Source: an optimization exercise on an open RTL-to-GDS flow (aim: small area). Production flows keep margins and buffers that such runs may drop.
Function was checked by simulation only, so behaviour that the tests miss may differ from the original.
The clock port is modelled as an ideal driver; clocking choices that lean on that would not hold on a real chip.
Power and IR drop assume default switching activity.

## synth_top
module synth_top (
  input  logic                 clk_calc,
  input  logic                 rst_n,
  input  logic                 cmd_valid,
  input  synth_pkg::cmd_word_t cmd_data,
  output synth_pkg::sample_t   audio,
  output logic                 done_valid,
  output synth_pkg::bank_t     done_bank
);
  logic [4-1:0]                    note_on;
  logic [4-1:0]                    note_off;
  logic [4*23-1:0] period;
  logic [4-1:0]                    tone;
  logic [4*7-1:0]                  level;
  logic [4-1:0]                    rel_end;
  note_dispatcher i_dispatcher (
    .clk_calc  (clk_calc),
    .rst_n     (rst_n),
    .cmd_valid (cmd_valid),
    .cmd_data  (cmd_data),
    .note_on   (note_on),
    .note_off  (note_off),
    .period    (period)
  );
  for (genvar i = 0; i < 4; i++) begin : g_voice
    synth_voice i_voice (
      .clk_calc (clk_calc),
      .rst_n    (rst_n),
      .note_on  (note_on[i]),
      .note_off (note_off[i]),
      .period   (period[i*23 +: 23]),
      .tone     (tone[i]),
      .level    (level[i*7 +: 7]),
      .rel_end  (rel_end[i])
    );
  end
  voice_mixer i_mixer (
    .clk_calc   (clk_calc),
    .rst_n      (rst_n),
    .tone       (tone),
    .level      (level),
    .rel_end    (rel_end),
    .audio      (audio),
    .done_valid (done_valid),
    .done_bank  (done_bank)
  );
endmodule
For scale: ~250 flip-flops, ~65 I/O pins.
export LEC_CHECK = 0
export CAP_MARGIN = 20
export CORE_MARGIN = 2
export CORE_UTILIZATION = 40
export SLEW_MARGIN = 20
create_clock -name core_clock -period 8.0 [get_ports {clk_calc}]
standard.sh (not shown) runs the stock make flow with config.mk's settings and CLKGATE_MAP_FILE= SYNTH_SCRIPT=/design/flow/synth_recipe.tcl, a recipe that flattens the netlist after the stock synthesis.
==> flow/flow/run.sh <==
#!/bin/bash
set -euo pipefail
export BUFFER_PORTS_ARGS="-buffer_cell sky130_fd_sc_hd__buf_1"
export CTS_ARGS="-sink_clustering_enable -repair_clock_nets -sink_clustering_size 24 -sink_clustering_max_diameter 100 -buf_list sky130_fd_sc_hd__clkbuf_16 -dont_use_dummy_load"
export POST_RESIZE_TCL="$PWD/flow/downsize.tcl"
bash standard.sh > standard.log 2>&1
==> flow/flow/downsize.tcl <==
# After placement's repair_design: give back slack as smaller cells.
log_cmd estimate_parasitics -placement
log_cmd repair_timing -recover_power 100 -setup_margin 0.5 -verbose
The first run produced a clean layout.
Change:
--- a/flow/flow/run.sh
+++ b/flow/flow/run.sh
@@ -5,0 +6 @@
+export POST_CTS_TCL="$PWD/flow/downsize_cts.tcl"
==> flow/flow/downsize_cts.tcl (new file) <==
# After clock tree synthesis: give back slack as smaller cells, then legalize.
log_cmd estimate_parasitics -placement
log_cmd repair_timing -recover_power 100 -setup_margin 0.5 -verbose
log_cmd detailed_placement
check_placement -verbose
- CORE_UTILIZATION: 40 -> 60
Result:
- The new run produced a clean layout
- non-clock buffer count is unchanged
- flip-flop and latch count stays the same
- setup slack improves by 25 ps
- synthesized cell count stays the same
- clock power stays flat
- clock skew is lower by 32 ps
- wire length rose by 0.84%
- power stays flat
Change:
==> flow/flow/run.sh (replaced) <==
#!/bin/bash
set -euo pipefail
export BUFFER_PORTS_ARGS="-buffer_cell sky130_fd_sc_hd__buf_1"
export CTS_ARGS="-sink_clustering_enable -repair_clock_nets -sink_clustering_size 28 -sink_clustering_max_diameter 120 -buf_list sky130_fd_sc_hd__clkbuf_16 -root_buf sky130_fd_sc_hd__clkbuf_8 -dont_use_dummy_load"
export POST_RESIZE_TCL="$PWD/flow/downsize.tcl"
export POST_CTS_TCL="$PWD/flow/downsize_cts.tcl"
bash standard.sh > standard.log 2>&1
=> Global-route usage came out lower by 0.15 points. Synthesized cell count does not change. Core utilization came out lower by 0.45 points. Worst setup slack got worse by 45 ps.
Change:
- CORE_UTILIZATION: 60 -> 75
Result: Clock power hardly moves. Cell area decreases by 0.32%. Hold slack got worse by 8.0 ps. Setup slack got worse by 120 ps. Power goes up by 0.90%.
Change:
==> flow/flow/run.sh (replaced) <==
#!/bin/bash
set -euo pipefail
export BUFFER_PORTS_ARGS="-buffer_cell sky130_fd_sc_hd__buf_1"
export CTS_ARGS="-sink_clustering_enable -repair_clock_nets -sink_clustering_size 24 -sink_clustering_max_diameter 100 -buf_list sky130_fd_sc_hd__clkbuf_16 -dont_use_dummy_load"
export POST_RESIZE_TCL="$PWD/flow/downsize.tcl"
export POST_CTS_TCL="$PWD/flow/downsize_cts.tcl"
bash standard.sh > standard.log 2>&1
- CORE_UTILIZATION: 75 -> 60
Maximum frequency went up by 2.8%.
Worst hold slack is better by 10 ps.
Final area went up by 1.0%.
Area after synthesis does not change.
Synthesized cell count stays the same.
Global-route usage went down by 4.9 points.
Utilization went down by 15 points.
Die area went up by 24%.
Change:
==> flow/flow/run.sh (replaced) <==
#!/bin/bash
set -euo pipefail
export BUFFER_PORTS_ARGS="-buffer_cell sky130_fd_sc_hd__buf_1"
export CTS_ARGS="-sink_clustering_enable -repair_clock_nets -sink_clustering_size 28 -sink_clustering_max_diameter 120 -buf_list sky130_fd_sc_hd__clkbuf_16 -root_buf sky130_fd_sc_hd__clkbuf_8 -dont_use_dummy_load"
export POST_RESIZE_TCL="$PWD/flow/downsize.tcl"
export POST_CTS_TCL="$PWD/flow/downsize_cts.tcl"
bash standard.sh > standard.log 2>&1
=>
- The changed run ran to the end with no violations
- clock-buffer cell count decreases by 2
- sequential share of layout area increases by 0.36 points
- via count barely changes
- cell count stays flat

[separate check: timing with driven ports]
How much do the figures lean on ideal ports? The routed layouts below were timed once more, with nothing changed but the port constraints.
Step 1, drivers: a clkbuf_16 drives clk_calc and a buf_2 each remaining input, both assumed.
Step 2 also shifts input and output timing later by t, the mid clock arrival at the registers, as if the neighbouring blocks saw the same clock.
a / b / c = no drivers / after step 1 / after step 2; a / b = the first two.
run | shift t [ns] | slack for setup (ns) | worst hold slack (ns) | worst data-port slew with drivers (ns)
the first run | 0.516 | 2.204 / 2.204 / 2.204 | 0.337 / 0.337 / 0.337 | 0.03
the second run | 0.512 | 2.229 / 2.229 / 2.229 | 0.347 / 0.347 / 0.347 | 0.04
the third run | 0.536 | 2.184 / 2.184 / 2.184 | 0.345 / 0.345 / 0.345 | 0.05
the fourth run | 0.526 | 2.067 / 2.067 / 2.067 | 0.337 / 0.337 / 0.337 | 0.05
the fifth run | 0.512 | 2.229 / 2.229 / 2.229 | 0.347 / 0.347 / 0.347 | 0.04
the sixth run | 0.536 | 2.184 / 2.184 / 2.184 | 0.345 / 0.345 / 0.345 | 0.05
After both steps setup and hold are still met in every run listed.
